This design comes from an exercise in tuning for small area on the open sky130 flow, not from production work.
The RTL was checked by simulation tests, not by an equivalence proof against the original design.
No activity file was given, so power comes from the tool's default toggle rates.

### flow/config.mk
export PLATFORM = sky130hd
export DESIGN_NAME = rv_core
export DESIGN_NICKNAME = rv_core
export VERILOG_FILES = /design/flow/design.v
export SDC_FILE = /design/flow/constraint.sdc
export NUM_CORES = 4
export LEC_CHECK = 0
export CAP_MARGIN = 20
export CORE_MARGIN = 2
export CORE_UTILIZATION = 40
export SLEW_MARGIN = 20
### flow/constraint.sdc
create_clock -name core_clock -period 10.0 [get_ports {clk}]
set_input_delay 2.0000 -clock core_clock [delete_from_list [all_inputs] [get_ports {clk}]]
set_output_delay 2.0000 -clock core_clock [all_outputs]
set_load 0.01 [all_outputs]
### flow/design.v
`timescale 1ns/1ns
package rv_pkg;
    localparam int XLEN        = 32;
    localparam int REG_ADDR_W  = 5;
    localparam int DMEM_WORDS  = 64;
    localparam int DMEM_ADDR_W = $clog2(DMEM_WORDS);
    typedef logic [XLEN-1:0]       word_t;
    typedef logic [REG_ADDR_W-1:0] reg_addr_t;
    typedef enum logic [6:0] {
        OP_REG    = 7'b0110011,
        OP_IMM    = 7'b0010011,
        OP_LOAD   = 7'b0000011,
        OP_STORE  = 7'b0100011,
        OP_BRANCH = 7'b1100011
    } opcode_e;
    typedef enum logic [3:0] {
        ALU_ADD = 4'd0,
        ALU_SUB = 4'd1,
        ALU_AND = 4'd2,
        ALU_OR  = 4'd3,
        ALU_XOR = 4'd4,
        ALU_SLT = 4'd5,
        ALU_SLL = 4'd6,
        ALU_SRL = 4'd7
    } alu_op_e;
    localparam word_t NOP_INSTR = 32'h0000_0013;
endpackage
`timescale 1ns/1ns
module fetch_stage (
    input  logic          clk,
    input  logic          reset,
    input  logic          stall,
    input  logic          redirect,
    input  rv_pkg::word_t redirect_pc,
    output rv_pkg::word_t instr_addr,
    input  rv_pkg::word_t instr_data,
    output rv_pkg::word_t id_pc,
    output rv_pkg::word_t id_instr
);
    rv_pkg::word_t pc;
    assign instr_addr = pc;
    always_ff @(posedge clk) begin
        if (reset) begin
            pc       <= '0;
            id_pc    <= '0;
            id_instr <= rv_pkg::NOP_INSTR;
        end else if (redirect) begin
            pc       <= redirect_pc;
            id_instr <= rv_pkg::NOP_INSTR;
        end else if (!stall) begin
            pc       <= pc + 32'd4;
            id_pc    <= pc;
            id_instr <= instr_data;
        end
    end
endmodule
`timescale 1ns/1ns
module decode_stage (
    input  logic          clk,
    input  logic          reset,
    input  rv_pkg::word_t id_pc,
    input  rv_pkg::word_t id_instr,
    input  logic          redirect,
    output logic          stall,
    input  rv_pkg::reg_addr_t result_wb_rd,
    input  logic              result_wb_reg_write,
    input  rv_pkg::word_t     result_wb_data,
    output logic              ex_valid,
    output rv_pkg::word_t     ex_pc,
    output rv_pkg::reg_addr_t ex_rd,
    output rv_pkg::reg_addr_t ex_rs1_addr,
    output rv_pkg::reg_addr_t ex_rs2_addr,
    output rv_pkg::word_t     ex_rs1_val,
    output rv_pkg::word_t     ex_rs2_val,
    output rv_pkg::word_t     ex_imm,
    output rv_pkg::alu_op_e   ex_alu_op,
    output logic              ex_use_imm,
    output logic              ex_reg_write,
    output logic              ex_mem_read,
    output logic              ex_mem_write,
    output logic              ex_branch_ne
);
    rv_pkg::word_t     regs [2**rv_pkg::REG_ADDR_W];
    logic [6:0]        opcode;
    rv_pkg::alu_op_e   alu_op;
    rv_pkg::reg_addr_t rd;
    rv_pkg::reg_addr_t rs1_addr;
    rv_pkg::reg_addr_t rs2_addr;
    rv_pkg::word_t     rs1_val;
    rv_pkg::word_t     rs2_val;
    rv_pkg::word_t     imm;
    logic [2:0]        funct3;
    logic              known;
    logic              use_imm;
    logic              reg_write;
    logic              mem_read;
    logic              mem_write;
    logic              valid_next;
    function automatic rv_pkg::alu_op_e funct_alu(input logic [2:0] f3, input logic sub);
        case (f3)
            3'b000:  funct_alu = sub ? rv_pkg::ALU_SUB : rv_pkg::ALU_ADD;
            3'b001:  funct_alu = rv_pkg::ALU_SLL;
            3'b010:  funct_alu = rv_pkg::ALU_SLT;
            3'b100:  funct_alu = rv_pkg::ALU_XOR;
            3'b101:  funct_alu = rv_pkg::ALU_SRL;
            3'b110:  funct_alu = rv_pkg::ALU_OR;
            3'b111:  funct_alu = rv_pkg::ALU_AND;
            default: funct_alu = rv_pkg::ALU_ADD;
        endcase
    endfunction
    assign opcode   = id_instr[6:0];
    assign rd       = id_instr[11:7];
    assign funct3   = id_instr[14:12];
    assign rs1_addr = id_instr[19:15];
    assign rs2_addr = id_instr[24:20];
    always_comb begin
        known     = 1'b1;
        use_imm   = 1'b0;
        reg_write = 1'b0;
        mem_read  = 1'b0;
        mem_write = 1'b0;
        alu_op    = rv_pkg::ALU_ADD;
        imm       = {{20{id_instr[31]}}, id_instr[31:20]};
        case (opcode)
            rv_pkg::OP_REG: begin
                reg_write = 1'b1;
                alu_op    = funct_alu(funct3, id_instr[30]);
            end
            rv_pkg::OP_IMM: begin
                reg_write = 1'b1;
                use_imm   = 1'b1;
                alu_op    = funct_alu(funct3, 1'b0);
            end
            rv_pkg::OP_LOAD: begin
                reg_write = 1'b1;
                mem_read  = 1'b1;
                use_imm   = 1'b1;
            end
            rv_pkg::OP_STORE: begin
                mem_write = 1'b1;
                use_imm   = 1'b1;
                imm       = {{20{id_instr[31]}}, id_instr[31:25], id_instr[11:7]};
            end
            rv_pkg::OP_BRANCH: begin
                alu_op = rv_pkg::ALU_SUB;
                imm    = {{19{id_instr[31]}}, id_instr[31], id_instr[7],
                          id_instr[30:25], id_instr[11:8], 1'b0};
            end
            default: known = 1'b0;
        endcase
    end
    assign valid_next = known && !(reg_write && rd == '0);
    always_ff @(posedge clk) begin
        if (reset) begin
            for (int i = 0; i < 2**rv_pkg::REG_ADDR_W; i++) begin
                regs[i] <= '0;
            end
        end else if (result_wb_reg_write && result_wb_rd != '0) begin
            regs[result_wb_rd] <= result_wb_data;
        end
    end
    assign rs1_val = (rs1_addr == '0) ? '0 :
                     (result_wb_reg_write && result_wb_rd == rs1_addr) ? result_wb_data :
                     regs[rs1_addr];
    assign rs2_val = (rs2_addr == '0) ? '0 :
                     (result_wb_reg_write && result_wb_rd == rs2_addr) ? result_wb_data :
                     regs[rs2_addr];
    assign stall = ex_valid && ex_mem_read && ex_rd != '0 &&
                   (ex_rd == rs1_addr || ex_rd == rs2_addr);
    always_ff @(posedge clk) begin
        if (reset || redirect || stall) begin
            ex_valid     <= 1'b0;
            ex_reg_write <= 1'b0;
            ex_mem_read  <= 1'b0;
            ex_mem_write <= 1'b0;
        end else begin
            ex_valid     <= valid_next;
            ex_reg_write <= reg_write;
            ex_mem_read  <= mem_read;
            ex_mem_write <= mem_write;
        end
    end
    always_ff @(posedge clk) begin
        ex_pc        <= id_pc;
        ex_rd        <= rd;
        ex_rs1_addr  <= rs1_addr;
        ex_rs2_addr  <= rs2_addr;
        ex_rs1_val   <= rs1_val;
        ex_rs2_val   <= rs2_val;
        ex_imm       <= imm;
        ex_alu_op    <= alu_op;
        ex_use_imm   <= use_imm;
        ex_branch_ne <= funct3[0];
    end
endmodule
`timescale 1ns/1ns
module execute_stage (
    input  logic          clk,
    input  logic          reset,
    input  logic              ex_valid,
    input  rv_pkg::word_t     ex_pc,
    input  rv_pkg::reg_addr_t ex_rd,
    input  rv_pkg::reg_addr_t ex_rs1_addr,
    input  rv_pkg::reg_addr_t ex_rs2_addr,
    input  rv_pkg::word_t     ex_rs1_val,
    input  rv_pkg::word_t     ex_rs2_val,
    input  rv_pkg::word_t     ex_imm,
    input  rv_pkg::alu_op_e   ex_alu_op,
    input  logic              ex_use_imm,
    input  logic              ex_reg_write,
    input  logic              ex_mem_read,
    input  logic              ex_mem_write,
    input  logic              ex_branch_ne,
    input  rv_pkg::reg_addr_t fwd_mem_rd,
    input  logic              fwd_mem_reg_write,
    input  rv_pkg::word_t     fwd_mem_result,
    input  rv_pkg::reg_addr_t fwd_wb_rd,
    input  logic              fwd_wb_reg_write,
    input  rv_pkg::word_t     fwd_wb_data,
    output logic              mb_valid,
    output rv_pkg::reg_addr_t mb_rd,
    output logic              mb_reg_write,
    output logic              mb_mem_read,
    output logic              mb_mem_write,
    output rv_pkg::word_t     mb_result,
    output rv_pkg::word_t     mb_store_data,
    output logic          redirect,
    output rv_pkg::word_t redirect_pc
);
    rv_pkg::word_t op_a;
    rv_pkg::word_t rs2_fwd;
    rv_pkg::word_t op_b;
    rv_pkg::word_t alu_result;
    logic          is_branch;
    logic          equal;
    logic          take;
    function automatic rv_pkg::word_t pick_operand(input rv_pkg::reg_addr_t addr,
                                                   input rv_pkg::word_t reg_val);
        if (addr != '0 && fwd_mem_reg_write && fwd_mem_rd == addr) begin
            pick_operand = fwd_mem_result;
        end else if (addr != '0 && fwd_wb_reg_write && fwd_wb_rd == addr) begin
            pick_operand = fwd_wb_data;
        end else begin
            pick_operand = reg_val;
        end
    endfunction
    assign op_a    = pick_operand(ex_rs1_addr, ex_rs1_val);
    assign rs2_fwd = pick_operand(ex_rs2_addr, ex_rs2_val);
    assign op_b    = ex_use_imm ? ex_imm : rs2_fwd;
    always_comb begin
        case (ex_alu_op)
            rv_pkg::ALU_ADD: alu_result = op_a + op_b;
            rv_pkg::ALU_SUB: alu_result = op_a - op_b;
            rv_pkg::ALU_AND: alu_result = op_a & op_b;
            rv_pkg::ALU_OR:  alu_result = op_a | op_b;
            rv_pkg::ALU_XOR: alu_result = op_a ^ op_b;
            rv_pkg::ALU_SLT: alu_result = {31'b0, $signed(op_a) < $signed(op_b)};
            rv_pkg::ALU_SLL: alu_result = op_a << op_b[4:0];
            rv_pkg::ALU_SRL: alu_result = op_a >> op_b[4:0];
            default:         alu_result = op_a + op_b;
        endcase
    end
    assign is_branch = ex_valid && !ex_reg_write && !ex_mem_write;
    assign equal     = (op_a == rs2_fwd);
    assign take      = is_branch && (ex_branch_ne ? !equal : equal);
    always_ff @(posedge clk) begin
        if (reset || redirect) begin
            mb_valid     <= 1'b0;
            mb_reg_write <= 1'b0;
            mb_mem_read  <= 1'b0;
            mb_mem_write <= 1'b0;
            redirect     <= 1'b0;
        end else begin
            mb_valid     <= ex_valid;
            mb_reg_write <= ex_valid && ex_reg_write;
            mb_mem_read  <= ex_valid && ex_mem_read;
            mb_mem_write <= ex_valid && ex_mem_write;
            redirect     <= take;
        end
    end
    always_ff @(posedge clk) begin
        mb_rd         <= ex_rd;
        mb_result     <= alu_result;
        mb_store_data <= rs2_fwd;
        redirect_pc   <= ex_pc + ex_imm;
    end
endmodule
`timescale 1ns/1ns
module memory_writeback (
    input  logic              clk,
    input  logic              reset,
    input  logic              mb_valid,
    input  rv_pkg::reg_addr_t mb_rd,
    input  logic              mb_reg_write,
    input  logic              mb_mem_read,
    input  logic              mb_mem_write,
    input  rv_pkg::word_t     mb_result,
    input  rv_pkg::word_t     mb_store_data,
    output rv_pkg::reg_addr_t result_mem_rd,
    output logic              result_mem_reg_write,
    output rv_pkg::word_t     result_mem_result,
    output rv_pkg::reg_addr_t result_wb_rd,
    output logic              result_wb_reg_write,
    output rv_pkg::word_t     result_wb_data,
    output logic              wb_valid,
    output rv_pkg::reg_addr_t wb_rd,
    output rv_pkg::word_t     wb_data
);
    rv_pkg::word_t                   dmem [rv_pkg::DMEM_WORDS];
    logic [rv_pkg::DMEM_ADDR_W-1:0]  word_idx;
    rv_pkg::word_t                   load_data;
    logic                            wb_write;
    logic                            wb_is_load;
    rv_pkg::word_t                   wb_result;
    rv_pkg::word_t                   wb_load_data;
    assign word_idx  = mb_result[rv_pkg::DMEM_ADDR_W+1:2];
    assign load_data = dmem[word_idx];
    always_ff @(posedge clk) begin
        if (reset) begin
            for (int i = 0; i < rv_pkg::DMEM_WORDS; i++) begin
                dmem[i] <= '0;
            end
        end else if (mb_valid && mb_mem_write) begin
            dmem[word_idx] <= mb_store_data;
        end
    end
    assign result_mem_rd        = mb_rd;
    assign result_mem_reg_write = mb_reg_write && !mb_mem_read;
    assign result_mem_result    = mb_result;
    always_ff @(posedge clk) begin
        if (reset) begin
            wb_write <= 1'b0;
        end else begin
            wb_write <= mb_valid && mb_reg_write;
        end
    end
    always_ff @(posedge clk) begin
        wb_rd        <= mb_rd;
        wb_is_load   <= mb_mem_read;
        wb_result    <= mb_result;
        wb_load_data <= load_data;
    end
    assign wb_data  = wb_is_load ? wb_load_data : wb_result;
    assign wb_valid = wb_write && wb_rd != '0;
    assign result_wb_rd        = wb_rd;
    assign result_wb_reg_write = wb_write;
    assign result_wb_data      = wb_data;
endmodule
`timescale 1ns/1ns
module rv_core (
    input  logic              clk,
    input  logic              reset,
    output rv_pkg::word_t     instr_addr,
    input  rv_pkg::word_t     instr_data,
    output logic              wb_valid,
    output rv_pkg::reg_addr_t wb_rd,
    output rv_pkg::word_t     wb_data
);
    logic          stall;
    logic          redirect;
    rv_pkg::word_t redirect_pc;
    rv_pkg::word_t id_pc;
    rv_pkg::word_t id_instr;
    logic              ex_valid;
    rv_pkg::word_t     ex_pc;
    rv_pkg::reg_addr_t ex_rd;
    rv_pkg::reg_addr_t ex_rs1_addr;
    rv_pkg::reg_addr_t ex_rs2_addr;
    rv_pkg::word_t     ex_rs1_val;
    rv_pkg::word_t     ex_rs2_val;
    rv_pkg::word_t     ex_imm;
    rv_pkg::alu_op_e   ex_alu_op;
    logic              ex_use_imm;
    logic              ex_reg_write;
    logic              ex_mem_read;
    logic              ex_mem_write;
    logic              ex_branch_ne;
    logic              mb_valid;
    rv_pkg::reg_addr_t mb_rd;
    logic              mb_reg_write;
    logic              mb_mem_read;
    logic              mb_mem_write;
    rv_pkg::word_t     mb_result;
    rv_pkg::word_t     mb_store_data;
    rv_pkg::reg_addr_t res_mem_rd;
    logic              res_mem_reg_write;
    rv_pkg::word_t     res_mem_result;
    rv_pkg::reg_addr_t res_wb_rd;
    logic              res_wb_reg_write;
    rv_pkg::word_t     res_wb_data;
    fetch_stage i_fetch (
        .clk         (clk),
        .reset       (reset),
        .stall       (stall),
        .redirect    (redirect),
        .redirect_pc (redirect_pc),
        .instr_addr  (instr_addr),
        .instr_data  (instr_data),
        .id_pc       (id_pc),
        .id_instr    (id_instr)
    );
    decode_stage i_decode (
        .clk      (clk),
        .reset    (reset),
        .id_pc    (id_pc),
        .id_instr (id_instr),
        .redirect (redirect),
        .stall    (stall),
        .result_wb_rd          (res_wb_rd),
        .result_wb_reg_write   (res_wb_reg_write),
        .result_wb_data        (res_wb_data),
        .ex_valid              (ex_valid),
        .ex_pc                 (ex_pc),
        .ex_rd                 (ex_rd),
        .ex_rs1_addr           (ex_rs1_addr),
        .ex_rs2_addr           (ex_rs2_addr),
        .ex_rs1_val            (ex_rs1_val),
        .ex_rs2_val            (ex_rs2_val),
        .ex_imm                (ex_imm),
        .ex_alu_op             (ex_alu_op),
        .ex_use_imm            (ex_use_imm),
        .ex_reg_write          (ex_reg_write),
        .ex_mem_read           (ex_mem_read),
        .ex_mem_write          (ex_mem_write),
        .ex_branch_ne          (ex_branch_ne)
    );
    execute_stage i_execute (
        .clk         (clk),
        .reset       (reset),
        .ex_valid              (ex_valid),
        .ex_pc                 (ex_pc),
        .ex_rd                 (ex_rd),
        .ex_rs1_addr           (ex_rs1_addr),
        .ex_rs2_addr           (ex_rs2_addr),
        .ex_rs1_val            (ex_rs1_val),
        .ex_rs2_val            (ex_rs2_val),
        .ex_imm                (ex_imm),
        .ex_alu_op             (ex_alu_op),
        .ex_use_imm            (ex_use_imm),
        .ex_reg_write          (ex_reg_write),
        .ex_mem_read           (ex_mem_read),
        .ex_mem_write          (ex_mem_write),
        .ex_branch_ne          (ex_branch_ne),
        .fwd_mem_rd            (res_mem_rd),
        .fwd_mem_reg_write     (res_mem_reg_write),
        .fwd_mem_result        (res_mem_result),
        .fwd_wb_rd             (res_wb_rd),
        .fwd_wb_reg_write      (res_wb_reg_write),
        .fwd_wb_data           (res_wb_data),
        .mb_valid              (mb_valid),
        .mb_rd                 (mb_rd),
        .mb_reg_write          (mb_reg_write),
        .mb_mem_read           (mb_mem_read),
        .mb_mem_write          (mb_mem_write),
        .mb_result             (mb_result),
        .mb_store_data         (mb_store_data),
        .redirect    (redirect),
        .redirect_pc (redirect_pc)
    );
    memory_writeback i_mem_wb (
        .clk      (clk),
        .reset    (reset),
        .mb_valid              (mb_valid),
        .mb_rd                 (mb_rd),
        .mb_reg_write          (mb_reg_write),
        .mb_mem_read           (mb_mem_read),
        .mb_mem_write          (mb_mem_write),
        .mb_result             (mb_result),
        .mb_store_data         (mb_store_data),
        .result_mem_rd         (res_mem_rd),
        .result_mem_reg_write  (res_mem_reg_write),
        .result_mem_result     (res_mem_result),
        .result_wb_rd          (res_wb_rd),
        .result_wb_reg_write   (res_wb_reg_write),
        .result_wb_data        (res_wb_data),
        .wb_valid (wb_valid),
        .wb_rd    (wb_rd),
        .wb_data  (wb_data)
    );
endmodule
### flow/run.sh
#!/bin/bash
# synth_recipe.tcl (not shown) runs the flow's synth.tcl, then flattens the netlist and writes it again
# the make line also repeats each setting of config.mk as NAME=value (left out here)
make -C /OpenROAD-flow-scripts/flow DESIGN_CONFIG=/design/flow/config.mk WORK_HOME=/design/flow/orfs CLKGATE_MAP_FILE= SYNTH_SCRIPT=/design/flow/synth_recipe.tcl finish
==> metrics.md <==
| Metric | Value |
|---|---|
| Clk_skew | 122.2 ps |
| Initial antenna violation count | 56 |
| CTS buffer count | 378 |
| Via density per instance | 6.190 |
| Critical path's largest stage delay | 800 ps |
| Clock Latency Late Sink | 1010 ps |
| # fillers | 35,920 |
| Post-synth cell types | 102 |
| Setup Fix Bufs, Post-CTS | 0 |
| Cells after Synth | 12,410 |
| Post-synth EDFFs | 3,072 |
| P_leak | 0.06420 uW |
| DPL Wire Length | 364.0 mm |
| Setup violators final | 0 |
| CTS tree | yes |
| GRT Residual Overflow | 0 |
| Iter 0 DRT Violations | 15,740 |
| Register area | 100,700 sq um |
| Via count | 110,400 |
| Status | finished clean |
| Synthesized flop and latch total | 3,488 |
| PD cells | 223.8 nW/um^2 |
| Total core area | 406,700 sq um |
| Area occupied by multi-input gates | 58,960 sq um |
| DR WL/cell | 33.97 um |
| Mapped Area | 163,700 sq um |
| Area of the die | 414,300 sq um |
| Die X-Extent | 643.7 um |
| Worst-path maximum fanout | 35 |
| Area grow syn2layout | 12.08% |
| Dpl cells | 17,140 |
| Critical-path top delay cell | buf_4 |
| Clock transition at path regs | 60 ps |
| Setup TNS | 0 ps |
| Fmax | 152.7 MHz |
| GP Congestion | 0.9815 |
| Initial Utilization | 0.4025 |
| Tot GR Track Use | 0.2853 |
| Post-Layout Cell Count | 17,840 |
| Worst ir drop on vdd | 0.2628 mV |
| Number of global-route vias before repair | 108,500 |
| Crit path cell chain | buf_4, mux2i_4, buf_4, inv_1, mux2i_1, o21ai_0, mux2_2, ha_1, nor4_1, o21ai_0, a311oi_1, a211o_1, a221o_1, nor2_1, o41ai_1, o21ai_0, xnor2_1, o211ai_1 |
| Critical Path Most Common Cell | o21ai_0 |
| Residual DRC | 0 |
| IO Count | 104 |
| WP buf/inv | 3 |
| Crit path max-delay family | compound AO/OA/AOI/OAI gates |
| Syn. warnings | 4 |
| Final wirelength | 606.2 mm |
| Die height | 643.7 um |
| Startpoint types | flop |
| Sequential-to-total area share from yosys stat | 0.6145 |
| Arr. time, crit path | 7340 ps |
| Top FF cell, synth | edfxtp_1 |
| Worst setup EP type | flop |
| Final Hold Fails | 0 |
| Worst Hold Class | reg2reg |
| Largest net degree at the start of global routing | 105 |
| First-pass GRT wire length | 843.5 mm |
| Setup CP Type | reg2reg |
| Clock sinks | 3,488 |
| Relative slew slack | 0.1067 |
| Antenna Nets Post-Route | 0 |
| Slew Limit Fails | 0 |
| Worst EP required | 10,790 ps |
| Worst-margin pin slew | 1328 ps |
| Total of max-cap violations | 0 |
| Port buffer count | 103 |
| Hold_buf cts | 0 |
| Tcrit/Tclk final | 0.6549 |
| First-pass DRT Iterations | 6 |
| Final net count | 12,260 |
| Async set-reset flop share out of synthesis | 0 |
| Post_cts resized | 0 |
| Min Tclk post-route | 6549 ps |
| Share of post-route cells with drive strength above 1 | 0.1592 |
| Row cnt | 234 |
| Max Root-Sink Buffers | 4 |
| RSZ-0062 raised after global routing | false |
| H-tree levels | 5 |
| Mean post-synth cell area | 13.19 sq um |
| CTS Root Cell | clkbuf_16 |
==> final timing paths <==
| check | start | end | slack, ps | depth (start not counted) |
|---|---|---|---|---|
| setup / recovery | i_mem_wb.wb_is_load | i_execute.mb_result[22] | 3450 | 18 |
| hold / removal | i_fetch.id_pc[12] | i_decode.ex_pc[12] | 350 | 0 |
| setup reg to reg | i_mem_wb.wb_is_load | i_execute.mb_result[22] | 3450 | 18 |
| hold reg to reg | i_fetch.id_pc[12] | i_decode.ex_pc[12] | 350 | 0 |
==> Yosys cell counts (26+ instances only) <==
library cell | n | area share
or2_2 | 71 | 0.0027
xnor2_1 | 110 | 0.0059
nand3_1 | 76 | 0.0023
mux2_2 | 30 | 0.0021
nor3_1 | 84 | 0.0026
a211oi_1 | 170 | 0.0078
nand2_1 | 263 | 0.0060
o21ai_0 | 131 | 0.0040
a41oi_1 | 97 | 0.0052
a22oi_1 | 885 | 0.041
a21oi_1 | 300 | 0.0092
nand2b_1 | 49 | 0.0019
dfxtp_1 | 416 | 0.051
inv_1 | 148 | 0.0034
mux4_2 | 640 | 0.088
buf_1 | 151 | 0.0035
nor2_1 | 1316 | 0.030
a21o_1 | 31 | 0.0014
a221oi_1 | 100 | 0.0054
clkbuf_1 | 1015 | 0.023
buf_2 | 33 | 0.0010
nand4_1 | 116 | 0.0044
o22ai_1 | 33 | 0.0013
nor4_1 | 34 | 0.0013
xor2_1 | 50 | 0.0027
mux2i_1 | 203 | 0.012
and3_1 | 26 | 0.00099
o21a_1 | 27 | 0.0012
nor2b_1 | 81 | 0.0031
a31oi_1 | 101 | 0.0039
edfxtp_1 | 3072 | 0.56
a22o_1 | 91 | 0.0049
ha_1 | 129 | 0.0099
and2_1 | 2066 | 0.079
==> metal layers <==
metal  vias up  track usage  part of all wire
met4        34       0.1529             0.063
met5         -            0           0.00044
met3      1286      0.06728              0.11
met1     56680       0.3783              0.38
met2      6740       0.4345              0.45
li1      45710            -                 -
==> cell families (layout without fill, tap and decap cells) <==
| kind of cell | count (synthesis) | in the layout | share of synthesized area |
|---|---|---|---|
| simple gates | 4229 | 4229 | 0.1370 |
| flops | 3488 | 3488 | 0.6145 |
| compound gates | 2150 | 2150 | 0.09449 |
| buf+inv | 1372 | 1331 | 0.03245 |
| mux | 876 | 876 | 0.1029 |
| xor+xnor | 160 | 160 | 0.008562 |
| fa+ha+maj | 132 | 132 | 0.01017 |
| other cells | 1 | 50 | 0.00002291 |
==> state kept, by name, indices dropped and copies added (netlist names), 32 cells and up, named ones only <==
register / cells
i_mem_wb.wb_load_data: 32
i_execute.redirect_pc: 32
i_decode.ex_pc: 32
i_execute.mb_result: 32
i_mem_wb.wb_result: 32
i_decode.ex_rs2_val: 32
i_fetch.pc: 32
i_fetch.id_pc: 32
i_execute.mb_store_data: 32
i_decode.regs: 1024
i_fetch.id_instr: 32
i_decode.ex_rs1_val: 32
i_mem_wb.dmem: 2048
==> cells in the final DEF, fill, tap and decap left out, types with 36 or more instances in the layout <==
cell / instances
edfxtp_1: 3072
inv_1: 147
mux4_2: 640
xnor2_1: 110
clkdlybuf4s50_1: 102
mux2i_1: 171
dfxtp_2: 36
and2_1: 2065
nand2_1: 230
nor2b_1: 80
a22oi_1: 885
xor2_1: 50
buf_4: 360
clkinv_2: 65
nor2_1: 1252
o21ai_0: 129
nor3_1: 75
nand4_1: 116
clkbuf_16: 390
clkbuf_1: 74
a22o_1: 91
ha_1: 129
nor2_2: 59
clkinv_1: 73
a21oi_1: 297
a41oi_1: 94
dfxtp_1: 369
nand3_1: 75
a211oi_1: 163
or2_2: 65
a31oi_1: 100
a221oi_1: 100
==> through the flow <==
step	util	power, uW	cell area (sq um)	setup slack, ps	hold WS (ps)
4_1_cts	0.4508	40800	183300	3509	344.9
6_report	0.4511	41050	183500	3451	346.6
3_3_place_gp	0.4206	27000	171000	3478	335.1
2_1_floorplan	-	21700	163800	4751	329.0
5_1_grt	0.4510	41840	183400	3049	353.4
3_5_place_dp	0.4209	27070	171200	3532	334.8
==> where the power goes <==
part	leakage, uW	internal [uW]	switching [uW]	total [uW]
Combinational	0.0231	2370	7580	9950
Clock	0.00596	7890	6030	13900
Sequential	0.0352	16500	656	17200
Total	0.0642	26800	14300	41100
==> final cells by class <==
cell class | count | share of cell area
Inverter | 154 | 0.003192
Timing Repair Buffer | 489 | 0.02313
Clock buffer | 488 | 0.05628
Tap cell | 5428 | 0.03702
Clock inverter | 200 | 0.01003
Antenna cell | 18 | 0.0002455
Sequential cell | 3488 | 0.5487
Multi-Input combinational cell | 7579 | 0.3214

-- port drivers added, routing unchanged --
The results above use ideal ports. As a check the final layout listed here was re-extracted and re-timed, cells and wires unchanged. Step 1 assumes that a clkbuf_16 drives the clock port and a buf_2 every other input. Step 2 times the ports against the registers' clock, not the clock port: input delays grow and output delays shrink by t, the midpoint of the rising clock arrivals with the driver on. a / b / c = ideal ports / drivers / drivers and shift; a / b = the first two.
t, ns: 1.059
setup slack, ns: 3.451 / 3.451 / 3.451
worst setup path after step 2: register to register
worst data-port slew with drivers (ns): 0.04
cell pins on the clock port's net: 1
After both steps setup and hold are still met in this run. For this run, drivers alone change the setup slack by 0.000 ns; drivers and shift together by 0.000 ns.
